This design comes from an exercise in tuning for small area on the open sky130 flow, not from production work.
Where RTL was checked, it was by simulation tests only, not by an equivalence proof against the original.
Function not checked in runs 3 and 4: the RTL went through the layout flow alone.
Power is estimated from default activity; no workload was simulated.

[design/flow/flow/run.sh]
#!/bin/bash
# Standard layout with one netlist clean-up between synthesis and floorplan:
# flow/fixinv.py re-picks the polarity of the self-dual cells (full adders,
# majority gates) in the synthesized netlist so fewer inverters are needed.
# Registers and all other cells are untouched. Each step logs to its own file.
set -euo pipefail
# Port buffers: the smallest buffer cell (the repair steps resize it where a port needs more drive).
export BUFFER_PORTS_ARGS="-buffer_cell sky130_fd_sc_hd__buf_1"
R="$PWD/orfs/results/$FLOW_PLATFORM/video_box_overlay/base"
bash standard.sh "$R/1_2_yosys.v" > synth.log 2>&1
cp "$R/1_2_yosys.v" "$R/1_2_yosys.orig.v"
python3 flow/fixinv.py "$R/1_2_yosys.orig.v" "$R/1_2_yosys.v" > fixinv.log 2>&1
bash standard.sh > layout.log 2>&1
[design/flow/config.mk]
export PLATFORM = sky130hd
export DESIGN_NAME = video_box_overlay
export DESIGN_NICKNAME = video_box_overlay
export VERILOG_FILES = /design/flow/design.v
export SDC_FILE = /design/flow/constraint.sdc
export NUM_CORES = 4
export LEC_CHECK = 0
export CAP_MARGIN = 20
export CORE_MARGIN = 2
export CORE_UTILIZATION = 70
export CTS_BUF_LIST = sky130_fd_sc_hd__clkbuf_16
export CTS_CLUSTER_DIAMETER = 100
export CTS_CLUSTER_SIZE = 30
export GPL_TIMING_DRIVEN = 0
export SLEW_MARGIN = 20
export SYNTH_HIERARCHICAL = 0
[design/flow/design.v]
module video_box_overlay #(
  parameter int N_BOX   = 8,
  parameter int W_PIX   = 24,
  parameter int W_COORD = 12,
  parameter int W_THK   = 4,
  localparam int W_IDX  = (N_BOX > 1) ? $clog2(N_BOX) : 1
) (
  input  logic               clk,
  input  logic               rstn,
  input  logic               vsync,
  input  logic               hsync,
  input  logic               de,
  input  logic [W_PIX-1:0]   data,
  input  logic               cfg_we,
  input  logic [W_IDX-1:0]   cfg_idx,
  input  logic               cfg_en,
  input  logic               cfg_blend,
  input  logic [W_COORD-1:0] cfg_x,
  input  logic [W_COORD-1:0] cfg_y,
  input  logic [W_COORD-1:0] cfg_w,
  input  logic [W_COORD-1:0] cfg_h,
  input  logic [W_THK-1:0]   cfg_thick,
  input  logic [W_PIX-1:0]   cfg_color,
  output logic               vsync_o,
  output logic               hsync_o,
  output logic               de_o,
  output logic [W_PIX-1:0]   data_o,
  output logic               cfg_commit
);
  localparam int N_LANE = W_PIX / 8;
  localparam int SPLIT  = 6;
  localparam logic [W_COORD-1:0] COORD_MAX = {W_COORD{1'b1}};
  function automatic logic [SPLIT:0] add_lo(input logic [SPLIT-1:0] a,
                                            input logic [SPLIT-1:0] b, input logic ci);
    logic c;
    c = ci;
    for (int k = 0; k < SPLIT; k++) begin
      add_lo[k] = a[k] ^ b[k] ^ c;
      c         = (a[k] & b[k]) | (a[k] & c) | (b[k] & c);
    end
    add_lo[SPLIT] = c;
  endfunction
  function automatic logic [W_COORD-SPLIT:0] add_hi(input logic [W_COORD-SPLIT-1:0] a,
                                                    input logic [W_COORD-SPLIT-1:0] b,
                                                    input logic ci);
    logic c;
    c = ci;
    for (int k = 0; k < W_COORD - SPLIT; k++) begin
      add_hi[k] = a[k] ^ b[k] ^ c;
      c         = (a[k] & b[k]) | (a[k] & c) | (b[k] & c);
    end
    add_hi[W_COORD-SPLIT] = c;
  endfunction
  function automatic logic ge_t(input logic [W_THK-1:0] a, input logic [W_THK-1:0] b);
    logic c;
    c = 1'b1;
    for (int k = 0; k < W_THK; k++)
      c = (a[k] & ~b[k]) | (a[k] & c) | (~b[k] & c);
    ge_t = c;
  endfunction
  function automatic logic [3:0] axis_lo(
    input logic [SPLIT-1:0] np, input logic [SPLIT-1:0] lo,
    input logic [SPLIT-1:0] sm, input logic [W_THK-1:0] t
  );
    logic [SPLIT:0] nd, g;
    logic [SPLIT-1:0] d;
    nd = add_lo(lo, np, 1'b0);
    g  = add_lo(sm, nd[SPLIT-1:0], 1'b1);
    d  = ~nd[SPLIT-1:0];
    axis_lo = {nd[SPLIT], g[SPLIT],
               (|d[SPLIT-1:W_THK]) | ge_t(d[W_THK-1:0], t),
               (|g[SPLIT-1:W_THK]) | ge_t(g[W_THK-1:0], t)};
  endfunction
  function automatic logic [1:0] axis_hi(
    input logic [W_COORD-SPLIT-1:0] np, input logic [W_COORD-SPLIT-1:0] lo,
    input logic [W_COORD-SPLIT-1:0] sm, input logic [3:0] part
  );
    logic [W_COORD-SPLIT:0] nd, g;
    nd = add_hi(lo, np, part[3]);
    g  = add_hi(sm, nd[W_COORD-SPLIT-1:0], part[2]);
    axis_hi = {~nd[W_COORD-SPLIT] & g[W_COORD-SPLIT],
               (part[1] | ~(&nd[W_COORD-SPLIT-1:0])) &
               (part[0] | (|g[W_COORD-SPLIT-1:0]))};
  endfunction
  function automatic logic [7:0] lane_avg(input logic [7:0] a, input logic [7:0] b);
    logic c;
    c = 1'b0;
    for (int k = 0; k < 8; k++) begin
      if (k > 0) lane_avg[k-1] = a[k] ^ b[k] ^ c;
      c = (a[k] & b[k]) | (a[k] & c) | (b[k] & c);
    end
    lane_avg[7] = c;
  endfunction
  logic               vsync_prev_r, de_prev_r;
  logic [W_COORD-1:0] x_cnt_r, y_cnt_r;
  logic               vsync_rise_s, de_fall_s;
  logic               wr_en_s;
  logic [W_THK-1:0]   wr_thick_s;
  logic [W_COORD-1:0] wr_wm_s, wr_hm_s;
  logic [W_COORD:0]   wr_t2_s;
  logic               pend_en_r    [N_BOX];
  logic               pend_blend_r [N_BOX];
  logic [W_COORD-1:0] pend_x_r     [N_BOX];
  logic [W_COORD-1:0] pend_y_r     [N_BOX];
  logic [W_COORD-1:0] pend_wm_r    [N_BOX];
  logic [W_COORD-1:0] pend_hm_r    [N_BOX];
  logic [W_THK-1:0]   pend_thick_r [N_BOX];
  logic [W_PIX-1:0]   pend_color_r [N_BOX];
  logic               act_en_r     [N_BOX];
  logic               act_blend_r  [N_BOX];
  logic [W_COORD-1:0] act_x_r      [N_BOX];
  logic [W_COORD-1:0] act_y_r      [N_BOX];
  logic [W_COORD-1:0] act_wm_r     [N_BOX];
  logic [W_COORD-1:0] act_hm_r     [N_BOX];
  logic [W_THK-1:0]   act_thick_r  [N_BOX];
  logic [W_PIX-1:0]   act_color_r  [N_BOX];
  logic               v1_r, v2_r, v3_r;
  logic               s1_vs_r, s1_hs_r, s1_de_r;
  logic [W_PIX-1:0]   s1_data_r;
  logic [3:0]         s1_px_r      [N_BOX];
  logic [3:0]         s1_py_r      [N_BOX];
  logic [W_COORD-SPLIT-1:0] s1_xh_r;
  logic               s2_vs_r, s2_hs_r, s2_de_r;
  logic [W_PIX-1:0]   s2_data_r;
  logic [N_BOX-1:0]   s2_sel_r;
  logic               s3_vs_r, s3_hs_r, s3_de_r;
  logic [W_PIX-1:0]   s3_data_r;
  logic [3:0]         px_s         [N_BOX];
  logic [3:0]         py_s         [N_BOX];
  logic [N_BOX-1:0]   hit_s, sel_s;
  logic               sel_hit_s, sel_blend_s;
  logic [W_PIX-1:0]   sel_color_s, blend_s, mix_s;
  assign vsync_rise_s = vsync & ~vsync_prev_r;
  assign de_fall_s    = ~de & de_prev_r;
  always_ff @(posedge clk or negedge rstn) begin
    if (!rstn) begin
      vsync_prev_r <= 1'b0;
      de_prev_r    <= 1'b0;
      x_cnt_r      <= {W_COORD{1'b0}};
      y_cnt_r      <= {W_COORD{1'b0}};
    end else begin
      vsync_prev_r <= vsync;
      de_prev_r    <= de;
      if (de_fall_s)
        x_cnt_r <= {W_COORD{1'b0}};
      else if (de && (x_cnt_r != COORD_MAX))
        x_cnt_r <= x_cnt_r + {{(W_COORD-1){1'b0}}, 1'b1};
      if (vsync_rise_s)
        y_cnt_r <= {W_COORD{1'b0}};
      else if (de_fall_s && (y_cnt_r != COORD_MAX))
        y_cnt_r <= y_cnt_r + {{(W_COORD-1){1'b0}}, 1'b1};
    end
  end
  assign wr_t2_s    = {{(W_COORD-W_THK){1'b0}}, cfg_thick, 1'b0};
  assign wr_en_s    = cfg_en && (cfg_w != {W_COORD{1'b0}}) && (cfg_h != {W_COORD{1'b0}});
  assign wr_thick_s = ((wr_t2_s < {1'b0, cfg_w}) && (wr_t2_s < {1'b0, cfg_h})) ?
                      cfg_thick : {W_THK{1'b0}};
  assign wr_wm_s    = cfg_w - {{(W_COORD-1){1'b0}}, 1'b1};
  assign wr_hm_s    = cfg_h - {{(W_COORD-1){1'b0}}, 1'b1};
  always_ff @(posedge clk or negedge rstn) begin
    if (!rstn) begin
      for (int i = 0; i < N_BOX; i++) begin
        pend_en_r[i] <= 1'b0;
        act_en_r[i]  <= 1'b0;
      end
      cfg_commit <= 1'b0;
    end else begin
      for (int i = 0; i < N_BOX; i++) begin
        if (cfg_we && (cfg_idx == i[W_IDX-1:0]))
          pend_en_r[i] <= wr_en_s;
        if (vsync_rise_s)
          act_en_r[i] <= pend_en_r[i];
      end
      cfg_commit <= vsync_rise_s;
    end
  end
  always_ff @(posedge clk) begin
    for (int i = 0; i < N_BOX; i++) begin
      if (cfg_we && (cfg_idx == i[W_IDX-1:0])) begin
        pend_blend_r[i] <= cfg_blend;
        pend_x_r[i]     <= cfg_x;
        pend_y_r[i]     <= cfg_y;
        pend_wm_r[i]    <= wr_wm_s;
        pend_hm_r[i]    <= wr_hm_s;
        pend_thick_r[i] <= wr_thick_s;
        pend_color_r[i] <= cfg_color;
      end
      if (vsync_rise_s) begin
        act_blend_r[i] <= pend_blend_r[i];
        act_x_r[i]     <= pend_x_r[i];
        act_y_r[i]     <= pend_y_r[i];
        act_wm_r[i]    <= pend_wm_r[i];
        act_hm_r[i]    <= pend_hm_r[i];
        act_thick_r[i] <= pend_thick_r[i];
        act_color_r[i] <= pend_color_r[i];
      end
    end
  end
  always_comb begin
    for (int i = 0; i < N_BOX; i++) begin
      px_s[i] = axis_lo(~x_cnt_r[SPLIT-1:0], act_x_r[i][SPLIT-1:0],
                        act_wm_r[i][SPLIT-1:0], act_thick_r[i]);
      py_s[i] = axis_lo(~y_cnt_r[SPLIT-1:0], act_y_r[i][SPLIT-1:0],
                        act_hm_r[i][SPLIT-1:0], act_thick_r[i]);
    end
  end
  always_comb begin
    logic [1:0] ax, ay;
    logic       any;
    hit_s = {N_BOX{1'b0}};
    for (int i = 0; i < N_BOX; i++) begin
      ax = axis_hi(~s1_xh_r, act_x_r[i][W_COORD-1:SPLIT], act_wm_r[i][W_COORD-1:SPLIT],
                   s1_px_r[i]);
      ay = axis_hi(~y_cnt_r[W_COORD-1:SPLIT], act_y_r[i][W_COORD-1:SPLIT],
                   act_hm_r[i][W_COORD-1:SPLIT], s1_py_r[i]);
      hit_s[i] = act_en_r[i] & ax[1] & ay[1] &
                 !((act_thick_r[i] != {W_THK{1'b0}}) & ax[0] & ay[0]);
    end
    any = 1'b0;
    for (int i = 0; i < N_BOX; i++) begin
      sel_s[i] = s1_de_r & hit_s[i] & !any;
      any      = any | hit_s[i];
    end
  end
  always_comb begin
    sel_hit_s   = |s2_sel_r;
    sel_blend_s = 1'b0;
    sel_color_s = {W_PIX{1'b0}};
    for (int i = 0; i < N_BOX; i++) begin
      sel_color_s = sel_color_s | ({W_PIX{s2_sel_r[i]}} & act_color_r[i]);
      sel_blend_s = sel_blend_s | (s2_sel_r[i] & act_blend_r[i]);
    end
  end
  always_comb begin
    for (int l = 0; l < N_LANE; l++)
      blend_s[l*8 +: 8] = lane_avg(s2_data_r[l*8 +: 8], sel_color_s[l*8 +: 8]);
    if (!sel_hit_s)
      mix_s = s2_data_r;
    else if (sel_blend_s)
      mix_s = blend_s;
    else
      mix_s = sel_color_s;
  end
  always_ff @(posedge clk or negedge rstn) begin
    if (!rstn) begin
      v1_r    <= 1'b0;
      v2_r    <= 1'b0;
      v3_r    <= 1'b0;
      vsync_o <= 1'b0;
      hsync_o <= 1'b0;
      de_o    <= 1'b0;
      data_o  <= {W_PIX{1'b0}};
    end else begin
      v1_r    <= 1'b1;
      v2_r    <= v1_r;
      v3_r    <= v2_r;
      vsync_o <= v3_r & s3_vs_r;
      hsync_o <= v3_r & s3_hs_r;
      de_o    <= v3_r & s3_de_r;
      data_o  <= v3_r ? s3_data_r : {W_PIX{1'b0}};
    end
  end
  always_ff @(posedge clk) begin
    s1_vs_r   <= vsync;
    s1_hs_r   <= hsync;
    s1_de_r   <= de;
    s1_data_r <= data;
    for (int i = 0; i < N_BOX; i++) begin
      s1_px_r[i] <= px_s[i];
      s1_py_r[i] <= py_s[i];
    end
    s1_xh_r   <= x_cnt_r[W_COORD-1:SPLIT];
    s2_vs_r   <= s1_vs_r;
    s2_hs_r   <= s1_hs_r;
    s2_de_r   <= s1_de_r;
    s2_data_r <= s1_data_r;
    s2_sel_r  <= sel_s;
    s3_vs_r   <= s2_vs_r;
    s3_hs_r   <= s2_hs_r;
    s3_de_r   <= s2_de_r;
    s3_data_r <= mix_s;
  end
endmodule
[design/flow/standard.sh]
#!/bin/bash
# synth_recipe.tcl (not shown) runs the flow's synth.tcl, then flattens the netlist and writes it again
# the make line also repeats each setting of config.mk as NAME=value (left out here)
make -C /OpenROAD-flow-scripts/flow DESIGN_CONFIG=/design/flow/config.mk WORK_HOME=/design/flow/orfs CLKGATE_MAP_FILE= SYNTH_SCRIPT=/design/flow/synth_recipe.tcl "${@:-finish}"
[design/flow/flow/fixinv.py]
#!/usr/bin/env python3
"""Remove inverters around self-dual cells (full adders, majority gates) in a
mapped sky130hd netlist.

A full adder and a majority gate are self-dual: inverting all their inputs
inverts all their outputs. After synthesis, many inverters sit between such
cells only because of the polarity each one was extracted in. This pass picks a
polarity for every self-dual cell (greedy local search) to minimise the number
of inverters, then rewrites the netlist: every original inverter is removed and
one inverter is added per signal that some reader needs in the other polarity.
Registers and all other cells are left as they are, so the logic is unchanged.

usage: fixinv.py IN.v OUT.v
"""
import re
import sys

INV_RE = re.compile(r'^sky130_fd_sc_hd__(inv|clkinv)_\d+$')
SELF_DUAL = {  # cell-type prefix -> (input pins, output pins)
    'sky130_fd_sc_hd__fa_': (('A', 'B', 'CIN'), ('COUT', 'SUM')),
    'sky130_fd_sc_hd__maj3_': (('A', 'B', 'C'), ('X',)),
}
OUT_PINS = {'X', 'Y', 'Q', 'Q_N', 'SUM', 'COUT', 'HI', 'LO', 'GCLK'}

CELL_RE = re.compile(r'^  (sky130_fd_sc_hd__\w+) (\S+)\s+\((.*?)\n  \);\n', re.S | re.M)
PIN_RE = re.compile(r'\.(\w+)\(([^()]*)\)')


def self_dual(typ):
    for pre, pins in SELF_DUAL.items():
        if typ.startswith(pre):
            return pins
    return None


def main(src, dst):
    text = open(src).read()
    cells = []
    for m in CELL_RE.finditer(text):
        pins = [(p, n.strip()) for p, n in PIN_RE.findall(m.group(3))]
        cells.append({'typ': m.group(1), 'name': m.group(2), 'pins': pins,
                      'span': m.span()})
    ports = set()
    for m in re.finditer(r'^\s*(input|output)\s+(\[\d+:\d+\]\s+)?(\S+);', text, re.M):
        ports.add(m.group(3))

    def is_port_net(n):
        return n.split('[')[0] in ports

    inv_of = {}       # inverter output net -> input net
    for c in cells:
        if INV_RE.match(c['typ']):
            d = dict(c['pins'])
            if not is_port_net(d['Y']):
                inv_of[d['Y']] = d['A']
                c['removable'] = True

    def root(n):
        pol = 0
        seen = 0
        while n in inv_of:
            n = inv_of[n]
            pol ^= 1
            seen += 1
            assert seen < 100
        return n, pol

    # drivers of self-dual outputs
    sd_cells = [c for c in cells if self_dual(c['typ'])]
    out_owner = {}
    for i, c in enumerate(sd_cells):
        ins, outs = self_dual(c['typ'])
        for p, n in c['pins']:
            if p in outs:
                out_owner[n] = i
    flip = [0] * len(sd_cells)

    # consumers: (cell, pin) -> literal (src, pol); cnt[src] = [#pol0, #pol1]
    cnt = {}
    reads = []        # (cell, pin, src, pol, sd index or -1)
    for c in cells:
        if c.get('removable'):
            continue
        sd = self_dual(c['typ'])
        idx = sd_cells.index(c) if sd else -1
        for p, n in c['pins']:
            if p in OUT_PINS or not n or n.startswith("1'b"):
                continue
            s, pol = root(n)
            reads.append([c, p, s, pol, idx])
            cnt.setdefault(s, [0, 0])[pol] += 1
    # output ports driven through a removed inverter are not possible (kept above)
    sd_index = {id(c): i for i, c in enumerate(sd_cells)}
    for r in reads:
        r[4] = sd_index.get(id(r[0]), -1)
    reads_of_sd = [[] for _ in sd_cells]
    for r in reads:
        if r[4] >= 0:
            reads_of_sd[r[4]].append(r)
    outs_of_sd = [[n for p, n in c['pins'] if p in self_dual(c['typ'])[1]] for c in sd_cells]

    def phys(s):
        i = out_owner.get(s)
        return flip[i] if i is not None else 0

    def cost(s):
        c = cnt.get(s, [0, 0])
        return 1 if c[1 - phys(s)] > 0 else 0

    def total():
        return sum(cost(s) for s in cnt)

    before = sum(1 for c in cells if c.get('removable'))

    def try_flip(i):
        srcs = set(outs_of_sd[i]) | {r[2] for r in reads_of_sd[i]}
        old = sum(cost(s) for s in srcs)
        for r in reads_of_sd[i]:
            cnt[r[2]][r[3]] -= 1
            r[3] ^= 1
            cnt[r[2]][r[3]] += 1
        flip[i] ^= 1
        return sum(cost(s) for s in srcs) - old

    # simulated annealing over the polarity of every self-dual cell
    import math
    import random
    rnd = random.Random(1)
    cur = total()
    best, best_flip = cur, list(flip)
    n = len(sd_cells)
    steps = 400 * n
    for k in range(steps):
        temp = 2.0 * (1 - k / steps) + 0.01
        i = rnd.randrange(n)
        d = try_flip(i)
        if d <= 0 or rnd.random() < math.exp(-d / temp):
            cur += d
            if cur < best:
                best, best_flip = cur, list(flip)
        else:
            try_flip(i)
    for i in range(n):
        if flip[i] != best_flip[i]:
            try_flip(i)
    after = total()

    # rewrite
    inv_net = {}
    new_cells = []
    new_wires = []

    def inv_for(s):
        if s not in inv_net:
            k = len(inv_net)
            w = '_finv%d_' % k
            inv_net[s] = w
            new_wires.append(w)
            new_cells.append('  sky130_fd_sc_hd__inv_1 _finvc%d_ (\n    .A(%s),\n    .Y(%s)\n  );\n'
                             % (k, s if not s.startswith('\\') else s + ' ', w))
        return inv_net[s]

    conn = {}
    for c, p, s, pol, i in reads:
        need = pol ^ phys(s)
        net = s if need == 0 else inv_for(s)
        conn[(id(c), p)] = net

    def fmt(n):
        return n + ' ' if n.startswith('\\') else n

    out = []
    pos = 0
    for c in cells:
        a, b = c['span']
        out.append(text[pos:a])
        pos = b
        if c.get('removable'):
            continue
        lines = []
        for p, n in c['pins']:
            n2 = conn.get((id(c), p), n)
            lines.append('    .%s(%s)' % (p, fmt(n2)))
        out.append('  %s %s (\n%s\n  );\n' % (c['typ'], fmt(c['name']), ',\n'.join(lines)))
    out.append(text[pos:])
    res = ''.join(out)
    # declare new wires and add new cells before endmodule
    decl = ''.join('  wire %s;\n' % w for w in new_wires)
    res = res.replace(');\n', ');\n' + decl, 1) if False else res
    i = res.index('\n  wire ')
    res = res[:i + 1] + decl + res[i + 1:]
    j = res.rindex('endmodule')
    res = res[:j] + ''.join(new_cells) + res[j:]
    open(dst, 'w').write(res)
    print('self-dual cells %d, inverters %d -> %d' % (len(sd_cells), before, after))


if __name__ == '__main__':
    main(sys.argv[1], sys.argv[2])
[design/flow/constraint.sdc]
create_clock -name core_clock -period 6.0 [get_ports {clk}]
set_input_delay 1.2000 -clock core_clock [delete_from_list [all_inputs] [get_ports {clk}]]
set_output_delay 1.2000 -clock core_clock [all_outputs]
set_load 0.01 [all_outputs]
==> results.yml, run 1 <==
status:
  status: "no timing/DRC/antenna violations"
cells_and_area:
  final_cell_mix: "edfxtp_1 (1232), fa_1 (373), inv_1 (356)"
  area_growth_pct: 8.25
  nets: 3706
  final_common_cell: "edfxtp_1"
  final_area_um2: 60900
  drive_above_1_share_pct: 6.83
  nFillCells: 4390
clock_network:
  clock_sinks: 1464
  ctsHtreeMaxLevel: 2
  cts-root-buf: "clkbuf_16"
  clk_path_buf_depth: 3
  hold_buffers: 0
  clkTransAtPathRegs_ps: 120
  cts_tree: "done"
  cts-buffers-inserted: 54
  clk_latency_ps: 670
floorplan:
  die-height_um: 288
  fp-row-count: 103
  start_util_pct: 71.0
  fp.dieArea_um2: 82700
  core-area_um2: 79300
  die_w_um: 288
  ios: 139
setup_path:
  critPathKind: "register to register"
  cp.arrival_ps: 6320
  cp_data_required_time_ps: 6580
  r2r_start: "s1_xh_r[0]"
  crit_end: "s2_sel_r[5]"
  critPathCaptureType: "register"
  reg2reg_to: "s2_sel_r[5]"
  r2r_setup_slack_ps: 260
  startpoint: "s1_xh_r[0]"
  cp_max_fo: 8
  cp-start-kind: "register"
  r2r_cells: 14
sta:
  fmax_mhz: 174
  tightest_slew_ps: 1190
  fin_crit_ps: 5740
  hold_violations: 0
  max_slew_margin_pct: 20.5
  finalClockSkew_ps: 29.3
  drv_slew: 0
  rsz0062_at_grt: "false"
  setup_viol: 0
  finalCritPeriodShare_pct: 95.6
global_route:
  antenna_found_initial: 4
  first_global_vias: 27400
  overflow: 0
  grt_pass1_wl_um: 177000
  grtUsageTotal_pct: 30.6
  grt_max_degree: 171
drt:
  drc_errors: 0
  wire_per_inst_um: 28.7
  initialDrtViolationCount: 3180
  wl_met3_um: 8430
  vias: 26100
  drt-pass1-iter-count: 6
  via_per_inst: 6.11
  routed_wl_um: 123000
  wl_met2_um: 63300
  top_layer: "met5"
  antenna_left: 0
  m1WireLength_um: 45800
logic_synthesis:
  avgSynthCellArea_um2: 19.2
  synth_cells: 2934
  yosysWarnings: 21
  synth_area_um2: 56300
  syn-num-nets: 3463
power:
  cellPowerDensity_nw_per_um2: 305
  peakVddDrop_uv: 385
  p_leak_nw: 21.0
  p_total_mw: 18.6
run:
  max_cap_viol_count: 0
placed_design:
  io_buffers: 138
  place_hpwl_um: 88600
  finalWeightedCongestion: 0.876
  dpl-instance-area_um2: 59200
hold_path:
  hold_class: "register to register"
cell type report:
type                            count  area [µm²]  area share [%]
Antenna cell                        1        2.50         0.00411
Buffer                             34         163           0.267
Clock buffer                       57        1430            2.34
Clock inverter                     45         171           0.281
Inverter                          313        1180            1.93
Multi-Input combinational cell   1123       13200            21.6
Sequential cell                  1464       42000            69.0
Tap cell                         1050        1310            2.16
Timing Repair Buffer              187        1490            2.45
metal layers:
layer  GRT usage, %  vias up
li1               -    11100
met1           41.3    13700
met2           52.4     1129
met3           3.53      207
met4           11.5        6
met5              0        -
timing repair:
action                     4_1_cts  5_1_grt
setup endpoints to repair        1        7
resized for setup                4       14
cloned                           0        0
buffers inserted                 0        2
worst min-delay path by stage:
stage          slack, ps             to           from  cells after the start
2_1_floorplan        310   s2_data_r[0]   s1_data_r[0]                      0
3_3_place_gp         310        s2_vs_r        s1_vs_r                      0
3_5_place_dp         310  s2_data_r[20]  s1_data_r[20]                      0
4_1_cts              330  s2_data_r[20]  s1_data_r[20]                      0
5_1_grt              340  s2_data_r[10]  s1_data_r[10]                      0
6_report             330  s2_data_r[20]  s1_data_r[20]                      0
flip-flops by register name, summed over array words and instances (netlist names), 96 cells and up:
name          flops
pend_hm_r        96
act_hm_r         96
pend_y_r         96
act_color_r     192
act_x_r          96
pend_x_r         96
pend_color_r    192
pend_wm_r        96
act_wm_r         96
act_y_r          96
where the power goes:
group,total (mW),switching [mW],internal [mW]
Clock,4.59,2.85,1.75
Combinational,2.23,1.29,0.936
Sequential,11.8,0.256,11.5
critical path, cell delays in order (launching register included):
cell,delay [ps]
dfxtp_1,320
inv_1,290
fa_1,580
fa_1,410
fa_1,400
fa_1,400
fa_1,400
fa_1,520
inv_1,90
fa_1,490
nand4_1,120
nor4b_1,740
nor4_1,180
or3_1,410
nor4b_1,310
stage by stage:
step           hold WS, ps  cells   TNS, ps  setup WS [ps]  utilization (%)
2_1_floorplan          310   2934         0            661                -
3_3_place_gp           310   4122  -1686470          -3220             73.3
3_5_place_dp           312   4169         0           1.93             74.8
4_1_cts                334   4271         0           14.9             76.8
5_1_grt                337   4274         0           72.6             76.9
6_report               332   4274         0            261             76.9
==> inputs of run 2 (changes only) <==
--- a/design/flow/flow/run.sh
+++ b/design/flow/flow/run.sh
@@ -4,8 +4,6 @@
 # majority gates) in the synthesized netlist so fewer inverters are needed.
 # Registers and all other cells are untouched. Each step logs to its own file.
 set -euo pipefail
-# Port buffers: the smallest buffer cell (the repair steps resize it where a port needs more drive).
-export BUFFER_PORTS_ARGS="-buffer_cell sky130_fd_sc_hd__buf_1"
 R="$PWD/orfs/results/$FLOW_PLATFORM/video_box_overlay/base"
 bash standard.sh "$R/1_2_yosys.v" > synth.log 2>&1
 cp "$R/1_2_yosys.v" "$R/1_2_yosys.orig.v"
==> results.yml, run 2 <==
status:
  status: "no timing/DRC/antenna violations"
floorplan:
  fp.dieArea_um2: 82700
  die-height_um: 288
  ios: 139
  die_w_um: 288
  start_util_pct: 71.0
  fp-row-count: 103
  core-area_um2: 79300
global_route:
  overflow: 0
  grt_max_degree: 171
  grtUsageTotal_pct: 30.5
  first_global_vias: 27100
  grt_pass1_wl_um: 175000
  antenna_found_initial: 3
sta:
  fmax_mhz: 171
  max_slew_margin_pct: 23.5
  fin_ws_ps: 162
  drv_slew: 0
  fin_crit_ps: 5840
  finalClockSkew_ps: 30.4
  setup_viol: 0
  tightest_slew_ps: 1140
  hold_violations: 0
  finalSetupTns_ps: 0
  finalCritPeriodShare_pct: 97.3
power:
  cellPowerDensity_nw_per_um2: 301
  peakVddDrop_uv: 385
  p_leak_nw: 21.3
  p_total_mw: 18.6
setup_path:
  r2r_setup_slack_ps: 160
  cp.arrival_ps: 6400
  critPathCaptureType: "register"
  cp_max_fo: 10
  cp-start-kind: "register"
  r2r_start: "s2_sel_r[7]"
  cp_data_required_time_ps: 6560
  critPathKind: "register to register"
  r2r_cells: 14
  reg2reg_to: "s3_data_r[22]"
placed_design:
  place_hpwl_um: 87700
  dpl.cell_count: 4165
  finalWeightedCongestion: 0.914
  dp_worst_setup_slack_ps: 63.6
  io_buffers: 138
hold_path:
  hold_end: "s2_data_r[3]"
  min_from: "s1_data_r[3]"
  min_path_cells: 0
  hold_class: "register to register"
clock_network:
  clk_path_buf_depth: 3
  cts-buffers-inserted: 54
  clk_latency_ps: 680
  clock_sinks: 1464
  cts-root-buf: "clkbuf_16"
  cts_tree: "done"
  ctsHtreeMaxLevel: 2
  clkTransAtPathRegs_ps: 110
cells_and_area:
  drive_above_1_share_pct: 6.74
  nets: 3703
  fin_cells: 4273
  top_regs: "act_color_r: 192 flops, pend_color_r: 192 flops"
  final_common_cell: "edfxtp_1"
  final_cell_mix: "edfxtp_1 (1232), fa_1 (373), inv_1 (355)"
  area_growth_pct: 9.69
  fin_util_pct: 77.9
run:
  max_cap_viol_count: 0
drt:
  wire_per_inst_um: 28.5
  antenna_left: 0
  routed_wl_um: 122000
  drt-pass1-iter-count: 5
  vias: 26000
  via_per_inst: 6.09
  initialDrtViolationCount: 2701
  drc_errors: 0
logic_synthesis:
  yosysWarnings: 21
  synth_cells: 2934
  syn-num-nets: 3463
  synth_area_um2: 56300
  avgSynthCellArea_um2: 19.2
## run 2: worst max-delay path, cell delays in order (launching register included)
cell	delay (ps)
dfxtp_1	320
clkbuf_1	490
clkdlybuf4s15_1	750
a22oi_1	230
a41oi_1	520
fa_1	290
inv_1	70
fa_1	430
fa_1	450
fa_1	430
fa_1	480
fa_1	410
inv_1	90
fa_1	430
a221o_1	330
## run 2: layout make-up
cell class | instances | area, µm²
flip-flops and latches | 1464 | 42000
fillers | 4195 | 17500
multi-input cells | 1123 | 13200
repair buffers | 185 | 2310
clock buffers | 55 | 1380
well taps | 1050 | 1310
inverters | 313 | 1180
clock inverters | 47 | 204
plain buffers | 33 | 161
diodes | 3 | 7.51
## run 2: stage by stage
stage               area, µm²  hold WS [ps]
finish                  61700           339
global placement        59000           310
global route            61700           343
floorplan               56300           310
detailed placement      60000           313
CTS                     61600           336
## run 2: where the power goes
part	leakage, nW	switching [mW]	internal, mW	total [mW]
Clock	0.928	2.83	1.70	4.53
Combinational	6.71	1.28	0.993	2.27
Sequential	13.6	0.260	11.5	11.8
Total	21.3	4.37	14.2	18.6
## run 2: timing repair
item / CTS / global route
hold buffers: 0 / 0
setup buffers: 0 / 4
resized for setup: 0 / 21
gates cloned: 0 / 0
setup endpoints to repair: 1 / 7
## run 2: worst max path at each step
| stage | startpoint | endpoint | depth (start not counted) |
|---|---|---|---|
| 2_1_floorplan | cfg_idx[2] | pend_en_r[3] | 3 |
| 3_3_place_gp | cfg_idx[1] | pend_en_r[1] | 4 |
| 3_5_place_dp | s2_sel_r[0] | s3_data_r[22] | 14 |
| 4_1_cts | s2_sel_r[6] | s3_data_r[22] | 14 |
| 5_1_grt | s2_sel_r[7] | s3_data_r[22] | 14 |
| 6_report | s2_sel_r[7] | s3_data_r[22] | 14 |
## run 2: layer usage
metal / vias up / wire [µm] / GRT usage, %
met4: 4 / 5470 / 12.1
met2: 1135 / 62900 / 52.2
li1: 11100 / - / -
met1: 13600 / 44700 / 40.6
met5: - / 33 / 0
met3: 221 / 8540 / 3.76
==> inputs of run 3 (changes only) <==
--- a/design/flow/design.v
+++ b/design/flow/design.v
@@ -104,7 +104,7 @@
   logic [W_COORD-1:0] pend_y_r     [N_BOX];
   logic [W_COORD-1:0] pend_wm_r    [N_BOX];
   logic [W_COORD-1:0] pend_hm_r    [N_BOX];
-  logic [W_THK-1:0]   pend_thick_r [N_BOX];
+  logic [W_THK-1:0]   pend_nthk_r [N_BOX];
   logic [W_PIX-1:0]   pend_color_r [N_BOX];
   logic               act_en_r     [N_BOX];
   logic               act_blend_r  [N_BOX];
@@ -112,21 +112,22 @@
   logic [W_COORD-1:0] act_y_r      [N_BOX];
   logic [W_COORD-1:0] act_wm_r     [N_BOX];
   logic [W_COORD-1:0] act_hm_r     [N_BOX];
-  logic [W_THK-1:0]   act_thick_r  [N_BOX];
+  logic [W_THK-1:0]   act_nthk_r  [N_BOX];
   logic [W_PIX-1:0]   act_color_r  [N_BOX];
   logic               v1_r, v2_r, v3_r;
   logic               s1_vs_r, s1_hs_r, s1_de_r;
   logic [W_PIX-1:0]   s1_data_r;
-  logic [3:0]         s1_px_r      [N_BOX];
-  logic [3:0]         s1_py_r      [N_BOX];
-  logic [W_COORD-SPLIT-1:0] s1_xh_r;
+  logic [W_COORD-1:0] s1_x_r;
   logic               s2_vs_r, s2_hs_r, s2_de_r;
   logic [W_PIX-1:0]   s2_data_r;
-  logic [N_BOX-1:0]   s2_sel_r;
-  logic               s3_vs_r, s3_hs_r, s3_de_r;
-  logic [W_PIX-1:0]   s3_data_r;
-  logic [3:0]         px_s         [N_BOX];
-  logic [3:0]         py_s         [N_BOX];
+  logic [3:0]         s2_part_r    [N_BOX];
+  logic [W_COORD-SPLIT-1:0] s2_ph_r;
+  logic [1:0]         yflag_r      [N_BOX];
+  logic               s3_vs_r, s3_hs_r, s3_de_r, s3_hit_r, s3_blend_r;
+  logic [W_PIX-1:0]   s3_data_r, s3_color_r;
+  logic [W_COORD-1:0] p1_s;
+  logic [3:0]         part_s       [N_BOX];
+  logic [1:0]         ax_s         [N_BOX];
   logic [N_BOX-1:0]   hit_s, sel_s;
   logic               sel_hit_s, sel_blend_s;
   logic [W_PIX-1:0]   sel_color_s, blend_s, mix_s;
@@ -182,7 +183,7 @@
         pend_y_r[i]     <= cfg_y;
         pend_wm_r[i]    <= wr_wm_s;
         pend_hm_r[i]    <= wr_hm_s;
-        pend_thick_r[i] <= wr_thick_s;
+        pend_nthk_r[i]  <= ~wr_thick_s;
         pend_color_r[i] <= cfg_color;
       end
       if (vsync_rise_s) begin
@@ -191,55 +192,51 @@
         act_y_r[i]     <= pend_y_r[i];
         act_wm_r[i]    <= pend_wm_r[i];
         act_hm_r[i]    <= pend_hm_r[i];
-        act_thick_r[i] <= pend_thick_r[i];
+        act_nthk_r[i] <= pend_nthk_r[i];
         act_color_r[i] <= pend_color_r[i];
       end
     end
   end
+  assign p1_s = s1_de_r ? s1_x_r : y_cnt_r;
   always_comb begin
-    for (int i = 0; i < N_BOX; i++) begin
-      px_s[i] = axis_lo(~x_cnt_r[SPLIT-1:0], act_x_r[i][SPLIT-1:0],
-                        act_wm_r[i][SPLIT-1:0], act_thick_r[i]);
-      py_s[i] = axis_lo(~y_cnt_r[SPLIT-1:0], act_y_r[i][SPLIT-1:0],
-                        act_hm_r[i][SPLIT-1:0], act_thick_r[i]);
-    end
+    for (int i = 0; i < N_BOX; i++)
+      part_s[i] = axis_lo(~p1_s[SPLIT-1:0],
+                          s1_de_r ? act_x_r[i][SPLIT-1:0] : act_y_r[i][SPLIT-1:0],
+                          s1_de_r ? act_wm_r[i][SPLIT-1:0] : act_hm_r[i][SPLIT-1:0],
+                          ~act_nthk_r[i]);
   end
   always_comb begin
-    logic [1:0] ax, ay;
-    logic       any;
-    hit_s = {N_BOX{1'b0}};
-    for (int i = 0; i < N_BOX; i++) begin
-      ax = axis_hi(~s1_xh_r, act_x_r[i][W_COORD-1:SPLIT], act_wm_r[i][W_COORD-1:SPLIT],
-                   s1_px_r[i]);
-      ay = axis_hi(~y_cnt_r[W_COORD-1:SPLIT], act_y_r[i][W_COORD-1:SPLIT],
-                   act_hm_r[i][W_COORD-1:SPLIT], s1_py_r[i]);
-      hit_s[i] = act_en_r[i] & ax[1] & ay[1] &
-                 !((act_thick_r[i] != {W_THK{1'b0}}) & ax[0] & ay[0]);
+    logic any;
+    for (int i = 0; i < N_BOX; i++) begin
+      ax_s[i] = axis_hi(~s2_ph_r,
+                        s2_de_r ? act_x_r[i][W_COORD-1:SPLIT] : act_y_r[i][W_COORD-1:SPLIT],
+                        s2_de_r ? act_wm_r[i][W_COORD-1:SPLIT] : act_hm_r[i][W_COORD-1:SPLIT],
+                        s2_part_r[i]);
+      hit_s[i] = act_en_r[i] & ax_s[i][1] & yflag_r[i][1] &
+                 !((act_nthk_r[i] != {W_THK{1'b1}}) & ax_s[i][0] & yflag_r[i][0]);
     end
     any = 1'b0;
     for (int i = 0; i < N_BOX; i++) begin
-      sel_s[i] = s1_de_r & hit_s[i] & !any;
+      sel_s[i] = s2_de_r & hit_s[i] & !any;
       any      = any | hit_s[i];
     end
-  end
-  always_comb begin
-    sel_hit_s   = |s2_sel_r;
+    sel_hit_s   = |sel_s;
     sel_blend_s = 1'b0;
     sel_color_s = {W_PIX{1'b0}};
     for (int i = 0; i < N_BOX; i++) begin
-      sel_color_s = sel_color_s | ({W_PIX{s2_sel_r[i]}} & act_color_r[i]);
-      sel_blend_s = sel_blend_s | (s2_sel_r[i] & act_blend_r[i]);
+      sel_color_s = sel_color_s | ({W_PIX{sel_s[i]}} & act_color_r[i]);
+      sel_blend_s = sel_blend_s | (sel_s[i] & act_blend_r[i]);
     end
   end
   always_comb begin
     for (int l = 0; l < N_LANE; l++)
-      blend_s[l*8 +: 8] = lane_avg(s2_data_r[l*8 +: 8], sel_color_s[l*8 +: 8]);
-    if (!sel_hit_s)
-      mix_s = s2_data_r;
-    else if (sel_blend_s)
+      blend_s[l*8 +: 8] = lane_avg(s3_data_r[l*8 +: 8], s3_color_r[l*8 +: 8]);
+    if (!s3_hit_r)
+      mix_s = s3_data_r;
+    else if (s3_blend_r)
       mix_s = blend_s;
     else
-      mix_s = sel_color_s;
+      mix_s = s3_color_r;
   end
   always_ff @(posedge clk or negedge rstn) begin
     if (!rstn) begin
@@ -257,27 +254,31 @@
       vsync_o <= v3_r & s3_vs_r;
       hsync_o <= v3_r & s3_hs_r;
       de_o    <= v3_r & s3_de_r;
-      data_o  <= v3_r ? s3_data_r : {W_PIX{1'b0}};
+      data_o  <= v3_r ? mix_s : {W_PIX{1'b0}};
     end
   end
   always_ff @(posedge clk) begin
-    s1_vs_r   <= vsync;
-    s1_hs_r   <= hsync;
-    s1_de_r   <= de;
-    s1_data_r <= data;
-    for (int i = 0; i < N_BOX; i++) begin
-      s1_px_r[i] <= px_s[i];
-      s1_py_r[i] <= py_s[i];
-    end
-    s1_xh_r   <= x_cnt_r[W_COORD-1:SPLIT];
-    s2_vs_r   <= s1_vs_r;
-    s2_hs_r   <= s1_hs_r;
-    s2_de_r   <= s1_de_r;
-    s2_data_r <= s1_data_r;
-    s2_sel_r  <= sel_s;
-    s3_vs_r   <= s2_vs_r;
-    s3_hs_r   <= s2_hs_r;
-    s3_de_r   <= s2_de_r;
-    s3_data_r <= mix_s;
+    s1_vs_r    <= vsync;
+    s1_hs_r    <= hsync;
+    s1_de_r    <= de;
+    s1_data_r  <= data;
+    s1_x_r     <= x_cnt_r;
+    s2_vs_r    <= s1_vs_r;
+    s2_hs_r    <= s1_hs_r;
+    s2_de_r    <= s1_de_r;
+    s2_data_r  <= s1_data_r;
+    for (int i = 0; i < N_BOX; i++)
+      s2_part_r[i] <= part_s[i];
+    s2_ph_r    <= p1_s[W_COORD-1:SPLIT];
+    for (int i = 0; i < N_BOX; i++)
+      if (!s2_de_r)
+        yflag_r[i] <= ax_s[i];
+    s3_vs_r    <= s2_vs_r;
+    s3_hs_r    <= s2_hs_r;
+    s3_de_r    <= s2_de_r;
+    s3_data_r  <= s2_data_r;
+    s3_hit_r   <= sel_hit_s;
+    s3_blend_r <= sel_blend_s;
+    s3_color_r <= sel_color_s;
   end
 endmodule
--- a/design/flow/flow/run.sh
+++ b/design/flow/flow/run.sh
@@ -4,6 +4,8 @@
 # majority gates) in the synthesized netlist so fewer inverters are needed.
 # Registers and all other cells are untouched. Each step logs to its own file.
 set -euo pipefail
+# Port buffers: the smallest buffer cell (the repair steps resize it where a port needs more drive).
+export BUFFER_PORTS_ARGS="-buffer_cell sky130_fd_sc_hd__buf_1"
 R="$PWD/orfs/results/$FLOW_PLATFORM/video_box_overlay/base"
 bash standard.sh "$R/1_2_yosys.v" > synth.log 2>&1
 cp "$R/1_2_yosys.v" "$R/1_2_yosys.orig.v"
==> results.yml, run 3 <==
placed_design:
  finalWeightedCongestion: 0.933
  dp_worst_setup_slack_ps: -2080
  dpl.cell_count: 4058
  io_buffers: 138
  place_hpwl_um: 82300
setup_path:
  r2r_cells: 21
  path_delay_family: "adder cells"
  crit_top_cell: "fa_2"
  critPathBufInv: 7
  cp-start-kind: "register"
  max_stage_delay_ps: 580
  critPathCaptureType: "register"
  r2r_setup_slack_ps: -20
  cp_data_required_time_ps: 6510
  cp_slowest_cell: "fa_2"
  critPathKind: "register to register"
  path_cells: "buf_12 > buf_12 > clkbuf_16 > mux2i_1 > fa_2 > inv_1 > fa_2 > fa_2 > fa_2 > fa_2 > fa_1 > inv_1 > fa_1 > or4b_4 > nor4_4 > buf_4 > o31ai_4 > nor2_4 > buf_6 > a222oi_1 > nand3_2"
  worst-path-stages: 21
  cp.arrival_ps: 6530
  cp_max_fo: 10
global_route:
  antenna_found_initial: 3
  grt_pass1_wl_um: 174000
  grtUsageTotal_pct: 30.2
  overflow: 0
  first_global_vias: 26700
  grt_max_degree: 167
power:
  p_leak_nw: 21.5
  cellPowerDensity_nw_per_um2: 302
  p_total_mw: 18.3
  peakVddDrop_uv: 351
clock_network:
  cts_tree: "done"
  cts-root-buf: "clkbuf_16"
  clk_path_buf_depth: 3
  cts-buffers-inserted: 55
  clk_latency_ps: 660
  hold_buffers: 0
  ctsHtreeMaxLevel: 2
  clkTransAtPathRegs_ps: 110
  clock_sinks: 1478
sta:
  rsz0062_at_grt: "true"
  fmax_mhz: 166
  finalCritPeriodShare_pct: 100
  fin_ws_ps: -15.8
  drv_slew: 0
  tightest_slew_ps: 1180
  max_slew_margin_pct: 20.9
  finalClockSkew_ps: 26.2
  fin_crit_ps: 6020
  setup_viol: 1
  hold_violations: 0
logic_synthesis:
  synth_area_um2: 54700
  syn-num-nets: 3168
  yosysWarnings: 21
  avgSynthCellArea_um2: 19.3
  synth_cells: 2832
floorplan:
  fp.dieArea_um2: 80400
  fp-row-count: 102
  ios: 139
  core-area_um2: 77500
  die-height_um: 284
  die_w_um: 284
  start_util_pct: 70.6
cells_and_area:
  final_common_cell: "edfxtp_1"
  top_regs: "act_color_r: 192 flops, pend_color_r: 192 flops"
  final_cell_mix: "edfxtp_1 (1248), inv_1 (226), dfxtp_1 (156)"
  num_antenna_cells: 0
  nets: 3445
  fin_cells: 4194
  drive_above_1_share_pct: 16.3
  area_growth_pct: 10.7
drt:
  routed_wl_um: 119000
  drc_errors: 0
  drt-pass1-iter-count: 6
  wire_per_inst_um: 28.3
  initialDrtViolationCount: 3357
  antenna_left: 0
  via_per_inst: 6.19
  vias: 26000
status:
  status: "complete, but fails checks"
  check-failures: "negative setup slack"
hold_path:
  hold_class: "register to register"
  min_path_cells: 0
run:
  max_cap_viol_count: 0
[run 3: changes by cell type in the layout (fill, tap and decap cells not counted), sizes merged, moves of 25 or more]
cell / change
nand3: +39
mux2: +115
a222oi: +25
mux2i: +82
inv: -126
nand2: -39
maj3: -38
buf: +200
fa: -176
a22oi: -100
o221ai: +25
clkdlybuf4s50: -137
[run 3: worst paths after layout]
path | startpoint | to
max in group asynchronous | rstn | act_en_r[5]
hold reg to reg | s1_data_r[1] | s2_data_r[1]
setup / recovery | s2_de_r | s3_color_r[19]
hold / removal | s1_data_r[1] | s2_data_r[1]
min in group asynchronous | rstn | cfg_commit
setup reg to reg | s2_de_r | s3_color_r[19]
[run 3: per-layer routing]
layer  part of all wire, %  vias to the layer above  GRT usage [%]
met1                    40                    13600           43.8
li1                      -                    11200              -
met3                   7.5                      132           4.50
met2                    49                     1075           48.9
met4                   2.9                        2           8.94
met5                0.0067                        -              0
[run 3: power breakdown]
group | internal, mW | switching [mW]
Combinational | 0.753 | 1.14
Clock | 1.75 | 2.83
Sequential | 11.6 | 0.209
[run 3: what timing repair did]
item / CTS / global route
endpoints found under the setup margin: 44 / 30
gates cloned: 1 / 0
buffers inserted: 31 / 5
pin swaps: 39 / 25
resized for setup: 195 / 67
[run 3: final cells by class]
class	count	area [µm²]
Buffer	79	692
Clock buffer	57	1430
Clock inverter	45	185
Fill cell	4123	16900
Inverter	186	702
Multi-Input combinational cell	1086	12000
Sequential cell	1478	42400
Tap cell	1040	1300
Timing Repair Buffer	223	1800
[run 3: stage by stage]
| step | util [%] | cell area, µm² | hold WS [ps] | setup TNS (ps) |
|---|---|---|---|---|
| 3_5_place_dp | 74.4 | 57700 | 312 | -57050 |
| 6_report | 78.2 | 60600 | 338 | -15.8 |
| 4_1_cts | 77.8 | 60300 | 338 | -23.9 |
| 5_1_grt | 78.2 | 60600 | 342 | -1910 |
| 3_3_place_gp | 73.0 | 56600 | 313 | -1701460 |
| 2_1_floorplan | - | 54800 | 310 | 0 |
==> inputs of run 4 (changes only) <==
--- a/design/flow/design.v
+++ b/design/flow/design.v
@@ -59,12 +59,12 @@
     ge_t = c;
   endfunction
   function automatic logic [3:0] axis_lo(
-    input logic [SPLIT-1:0] np, input logic [SPLIT-1:0] lo,
+    input logic [SPLIT-1:0] np, input logic ci, input logic [SPLIT-1:0] lo,
     input logic [SPLIT-1:0] sm, input logic [W_THK-1:0] t
   );
     logic [SPLIT:0] nd, g;
     logic [SPLIT-1:0] d;
-    nd = add_lo(lo, np, 1'b0);
+    nd = add_lo(lo, np, ci);
     g  = add_lo(sm, nd[SPLIT-1:0], 1'b1);
     d  = ~nd[SPLIT-1:0];
     axis_lo = {nd[SPLIT], g[SPLIT],
@@ -117,7 +117,7 @@
   logic               v1_r, v2_r, v3_r;
   logic               s1_vs_r, s1_hs_r, s1_de_r;
   logic [W_PIX-1:0]   s1_data_r;
-  logic [W_COORD-1:0] s1_x_r;
+  logic               s1_xsat_r;
   logic               s2_vs_r, s2_hs_r, s2_de_r;
   logic [W_PIX-1:0]   s2_data_r;
   logic [3:0]         s2_part_r    [N_BOX];
@@ -197,10 +197,10 @@
       end
     end
   end
-  assign p1_s = s1_de_r ? s1_x_r : y_cnt_r;
+  assign p1_s = s1_de_r ? x_cnt_r : y_cnt_r;
   always_comb begin
     for (int i = 0; i < N_BOX; i++)
-      part_s[i] = axis_lo(~p1_s[SPLIT-1:0],
+      part_s[i] = axis_lo(~p1_s[SPLIT-1:0], s1_de_r & ~s1_xsat_r,
                           s1_de_r ? act_x_r[i][SPLIT-1:0] : act_y_r[i][SPLIT-1:0],
                           s1_de_r ? act_wm_r[i][SPLIT-1:0] : act_hm_r[i][SPLIT-1:0],
                           ~act_nthk_r[i]);
@@ -262,7 +262,7 @@
     s1_hs_r    <= hsync;
     s1_de_r    <= de;
     s1_data_r  <= data;
-    s1_x_r     <= x_cnt_r;
+    s1_xsat_r  <= &x_cnt_r;
     s2_vs_r    <= s1_vs_r;
     s2_hs_r    <= s1_hs_r;
     s2_de_r    <= s1_de_r;
==> results.yml, run 4 <==
status:
  status: "complete, but fails checks"
  check-failures: "negative setup slack"
clock_network:
  clk_path_buf_depth: 3
  cts-root-buf: "clkbuf_16"
  ctsHtreeMaxLevel: 2
  cts-buffers-inserted: 54
  clk_latency_ps: 670
  clkTransAtPathRegs_ps: 120
  clock_sinks: 1467
  hold_buffers: 0
  cts_tree: "done"
drt:
  wire_per_inst_um: 27.8
  initialDrtViolationCount: 2623
  drc_errors: 0
  routed_wl_um: 114000
  via_per_inst: 6.09
  vias: 25000
  antenna_left: 0
  drt-pass1-iter-count: 6
hold_path:
  min_path_cells: 0
  min_from: "s2_data_r[22]"
  hold_class: "register to register"
  hold_end: "s3_data_r[22]"
floorplan:
  die-height_um: 281
  ios: 139
  start_util_pct: 70.8
  die_w_um: 281
  fp.dieArea_um2: 79200
  fp-row-count: 101
  core-area_um2: 76100
global_route:
  use_met3_pct: 3.21
  antenna_found_initial: 2
  grt_pass1_wl_um: 164000
  overflow: 0
  met2_usage_pct: 48.7
  grtUsageTotal_pct: 29.4
  grt_max_degree: 171
  first_global_vias: 25200
  met1_usage_pct: 42.6
  top_usage_layer: "met2"
setup_path:
  cp_max_fo: 6
  path_cells: "clkbuf_16 > buf_12 > buf_12 > mux2i_2 > inv_2 > fa_2 > fa_2 > inv_2 > fa_2 > fa_2 > fa_2 > fa_2 > fa_1 > nand4_1 > nor4b_4 > o31ai_4 > and4b_1 > and3_4 > buf_12 > buf_12 > a221o_1 > a211o_1"
  r2r_setup_slack_ps: -430
  max_stage_delay_ps: 580
  reg2reg_to: "s3_color_r[16]"
  cp.arrival_ps: 6970
  r2r_cells: 22
  critPathCaptureType: "register"
  critPathKind: "register to register"
  cp_slowest_cell: "fa_2"
  cp_data_required_time_ps: 6540
  r2r_start: "s2_de_r"
  crit_top_cell: "fa_2"
  cp-start-kind: "register"
power:
  p_leak_nw: 20.8
  cellPowerDensity_nw_per_um2: 302
  power.switching_mw: 4.11
  internal_power_mw: 14.0
  comb_power_share_pct: 10.5
  p_clk_share_pct: 25.0
  peakVddDrop_uv: 265
  pwr-share-seq_pct: 64.6
  p_sw_share_pct: 22.8
cells_and_area:
  nets: 3362
  final_cell_mix: "edfxtp_1 (1248), inv_1 (197), dfxtp_1 (145)"
  final_area_um2: 59900
  final_common_cell: "edfxtp_1"
  fin_util_pct: 78.7
  area_growth_pct: 11.2
  drive_above_1_share_pct: 16.5
  top_regs: "act_color_r: 192 flops, pend_color_r: 192 flops"
logic_synthesis:
  syn-num-nets: 3058
  yosysWarnings: 21
  avgSynthCellArea_um2: 19.8
  synth_area_um2: 53900
  synth_cells: 2722
placed_design:
  dpl-instance-area_um2: 57000
  io_buffers: 138
  finalWeightedCongestion: 0.940
  place_hpwl_um: 78200
run:
  max_cap_viol_count: 0
sta:
  rsz0062_at_grt: "true"
  fmax_mhz: 156
  finalCritPeriodShare_pct: 107
  setup_viol: 26
  drv_slew: 0
  tightest_slew_ps: 1180
  hold_violations: 0
  max_slew_margin_pct: 20.8
  fin_crit_ps: 6430
  fin_ws_ps: -429
  finalClockSkew_ps: 21.4
run 4: what timing repair did:
item                       in CTS  in global routing
setup endpoints to repair      35                 34
gates cloned                    2                  0
buffers inserted               44                 20
pin swaps                      65                 60
resized for setup             185                 55
run 4: routing by layer:
layer / vias to the layer above / part of all wire (%)
met1: 13000 / 40
met5: - / 0
met3: 161 / 6.9
met4: 0 / 3.2
li1: 10800 / -
met2: 980 / 50
run 4: layout make-up:
cell class,instances,area (µm²)
flip-flops and latches,1467,42200
fillers,4036,16200
multi-input cells,1026,11500
repair buffers,254,2130
clock buffers,55,1380
well taps,1030,1290
inverters,167,629
plain buffers,56,537
clock inverters,46,178
diodes,2,5.00
run 4: worst max-delay path, delay by kind of cell, from the launching register on:
family	cells	cell delay [ps]
adders and majority gates	7	3020
and+or+nand+nor	4	1030
buffers and inverters	7	810
AOI/OAI and AO/OA	3	770
DFF	1	430
muxes	1	210
run 4: metrics by stage:
step / hold slack [ps] / total power, mW / worst slack, ps / setup TNS, ps / cells
after floorplan: 310 / 13.0 / 1.06 / 0 / 2722
after global placement: 310 / 13.6 / -3140 / -1844620 / 3890
after detailed placement: 312 / 13.7 / -1650 / -40440 / 3942
after CTS: 333 / 18.1 / -430 / -8470 / 4088
after global routing: 341 / 18.7 / -572 / -11400 / 4102
final: 332 / 18.1 / -429 / -7950 / 4103
run 4: worst max-delay path by stage:
| stage | startpoint | slack, ps | end | depth (start not counted) |
|---|---|---|---|---|
| global placement | cfg_idx[0] | -3140 | pend_en_r[2] | 4 |
| CTS | s2_de_r | -430 | s3_color_r[11] | 23 |
| floorplan | s2_de_r | 1 | s3_color_r[12] | 21 |
| global route | s2_de_r | -570 | s3_color_r[16] | 22 |
| detailed placement | s2_de_r | -1650 | s3_color_r[16] | 22 |
| finish | s2_de_r | -430 | s3_color_r[16] | 22 |
run 4: power by group through the flow:
stage               sequential, mW  combinational (mW)  clock, mW
CTS                           11.7                1.89       4.57
global route                  11.7                2.10       4.87
global placement              11.9                1.65          0
floorplan                     11.8                1.14          0
finish                        11.7                1.89       4.51
detailed placement            11.9                1.80          0
==> inputs of run 5 (changes only) <==
--- a/design/flow/design.v
+++ b/design/flow/design.v
@@ -28,7 +28,7 @@
   output logic               cfg_commit
 );
   localparam int N_LANE = W_PIX / 8;
-  localparam int SPLIT  = 6;
+  localparam int SPLIT  = 7;
   localparam logic [W_COORD-1:0] COORD_MAX = {W_COORD{1'b1}};
   function automatic logic [SPLIT:0] add_lo(input logic [SPLIT-1:0] a,
                                             input logic [SPLIT-1:0] b, input logic ci);
==> results.yml, run 5 <==
global_route:
  first_global_vias: 25300
  antenna_found_initial: 5
  grt_pass1_wl_um: 163000
  grtUsageTotal_pct: 29.1
  grt_max_degree: 160
  overflow: 0
sta:
  hold_violations: 0
  fmax_mhz: 169
  tightest_slew_ps: 1380
  max_slew_margin_pct: 7.99
  fin_crit_ps: 5900
  setup_viol: 0
  drv_slew: 0
  rsz0062_at_grt: "true"
  finalClockSkew_ps: 28.2
  finalSetupTns_ps: 0
  finalCritPeriodShare_pct: 98.4
setup_path:
  critPathKind: "register to register"
  r2r_cells: 13
  cp_max_fo: 10
  r2r_setup_slack_ps: 100
  critPathCaptureType: "register"
  cp_data_required_time_ps: 6560
  cp-start-kind: "register"
  reg2reg_to: "s2_part_r[6][0]"
  r2r_start: "s1_de_r"
  cp.arrival_ps: 6460
  crit_end: "s2_part_r[6][0]"
  startpoint: "s1_de_r"
cells_and_area:
  final_area_um2: 59200
  final_common_cell: "edfxtp_1"
  drive_above_1_share_pct: 12.6
  nets: 3393
  regArea_um2: 42200
  multi_input_area_um2: 11300
  nFillCells: 4162
  top_regs: "act_color_r: 192 flops, pend_color_r: 192 flops"
  final_cell_mix: "edfxtp_1 (1248), inv_1 (235), fa_1 (180)"
  area_growth_pct: 9.66
status:
  status: "no timing/DRC/antenna violations"
clock_network:
  cts-root-buf: "clkbuf_16"
  clkTransAtPathRegs_ps: 110
  clock_sinks: 1466
  cts_tree: "done"
  clk_latency_ps: 680
  clk_path_buf_depth: 3
  cts-buffers-inserted: 54
  ctsHtreeMaxLevel: 2
drt:
  via_per_inst: 6.12
  routed_wl_um: 113000
  antenna_left: 0
  drc_errors: 0
  wire_per_inst_um: 27.3
  drt-pass1-iter-count: 7
  initialDrtViolationCount: 3076
  vias: 25300
floorplan:
  die_w_um: 282
  fp.dieArea_um2: 79400
  ios: 139
  fp-row-count: 101
  start_util_pct: 70.9
  core-area_um2: 76200
  die-height_um: 282
placed_design:
  dpl-instance-area_um2: 57000
  place_hpwl_um: 78400
  io_buffers: 138
  finalWeightedCongestion: 0.871
power:
  p_total_mw: 18.2
  p_leak_nw: 20.4
  cellPowerDensity_nw_per_um2: 307
  peakVddDrop_uv: 387
logic_synthesis:
  yosysWarnings: 21
  synth_cells: 2795
  avgSynthCellArea_um2: 19.3
  synth_area_um2: 54000
  syn-num-nets: 3127
hold_path:
  min_from: "s2_data_r[12]"
  hold_class: "register to register"
run:
  max_cap_viol_count: 0
run 5: cell type report:
class	instances	share of cell area (%)
inverter	201	1.28
timing repair buffer	211	2.81
multi-input combinational	1061	19.0
antenna	2	0.00845
clock buffer	55	2.32
clock inverter	39	0.289
buffer	66	0.830
tap	1030	2.18
sequential	1466	71.3
run 5: worst min path at each step:
stage | end | slack [ps] | cells past startpoint
global placement | s2_data_r[14] | 310 | 0
finish | s3_data_r[12] | 330 | 0
floorplan | s2_data_r[0] | 310 | 0
detailed placement | s2_data_r[15] | 310 | 0
CTS | s3_data_r[8] | 330 | 0
global route | s3_data_r[8] | 340 | 0
run 5: repair_timing:
action,4_1_cts,5_1_grt
gates resized for setup,106,29
setup endpoints to repair,59,33
hold endpoints to repair,0,0
hold buffers,0,0
setup buffers,19,7
pin swaps,14,19
run 5: layer usage:
metal / share of wire, % / vias up / global-route usage [%]
met2: 48 / 1118 / 45.6
met1: 41 / 13100 / 44.3
met4: 2.1 / 4 / 6.45
met5: 0.024 / - / 0
met3: 8.9 / 154 / 5.10
li1: - / 10900 / -
run 5: worst max-delay path, stage by stage, from the launching register on:
cell	delay, ps
dfxtp_1	430
clkbuf_4	270
clkbuf_4	440
mux2i_2	520
fa_1	260
inv_1	50
fa_1	440
fa_1	480
fa_1	510
fa_1	470
fa_1	490
fa_1	620
fa_1	420
or3_1	370
run 5: power by group:
group	internal [mW]	leakage (nW)	switching, mW
logic	0.827	5.81	1.23
registers	11.5	13.7	0.164
clock network	1.69	0.881	2.79
total	14.0	20.4	4.18
run 5: per-stage QoR:
step	hold WS, ps	std cells	utilization, %	worst slack, ps
2_1_floorplan	310	2795	-	34.4
3_3_place_gp	312	3963	73.3	-2930
6_report	331	4131	77.7	95.2
4_1_cts	335	4122	77.5	1.67
3_5_place_dp	312	4010	74.9	-2550
5_1_grt	339	4131	77.7	-1.33

-- separate check: timing with driven ports --
The results above use ideal ports. As a check the final layouts listed here were re-extracted and re-timed, cells and wires unchanged.
Step 1, drivers: a clkbuf_16 drives clk and a buf_2 each remaining input, both assumed.
Step 2 adds t to the input delays and takes it off the output delays; t is the mean of the earliest and latest rising clock arrival at the registers after step 1. Input paths then give back, and output paths get back, about the clock's delay inside the block.
Three values: ideal, step 1, step 2; two values: the first two.
| run | shift t [ns] | setup WS [ns] | hold slack, ns | worst setup path at the end |
|---|---|---|---|---|
| run 1 | 0.728 | 0.261 / 0.261 / 0.261 | 0.332 / 0.332 / 0.332 | register to register |
| run 2 | 0.732 | 0.162 / 0.162 / 0.162 | 0.339 / 0.339 / 0.339 | register to register |
| run 3 | 0.722 | -0.016 / -0.016 / -0.016 | 0.338 / 0.338 / 0.338 | register to register |
| run 4 | 0.725 | -0.429 / -0.429 / -0.429 | 0.332 / 0.332 / 0.332 | register to register |
| run 5 | 0.730 | 0.095 / 0.095 / 0.095 | 0.331 / 0.331 / 0.331 | register to register |
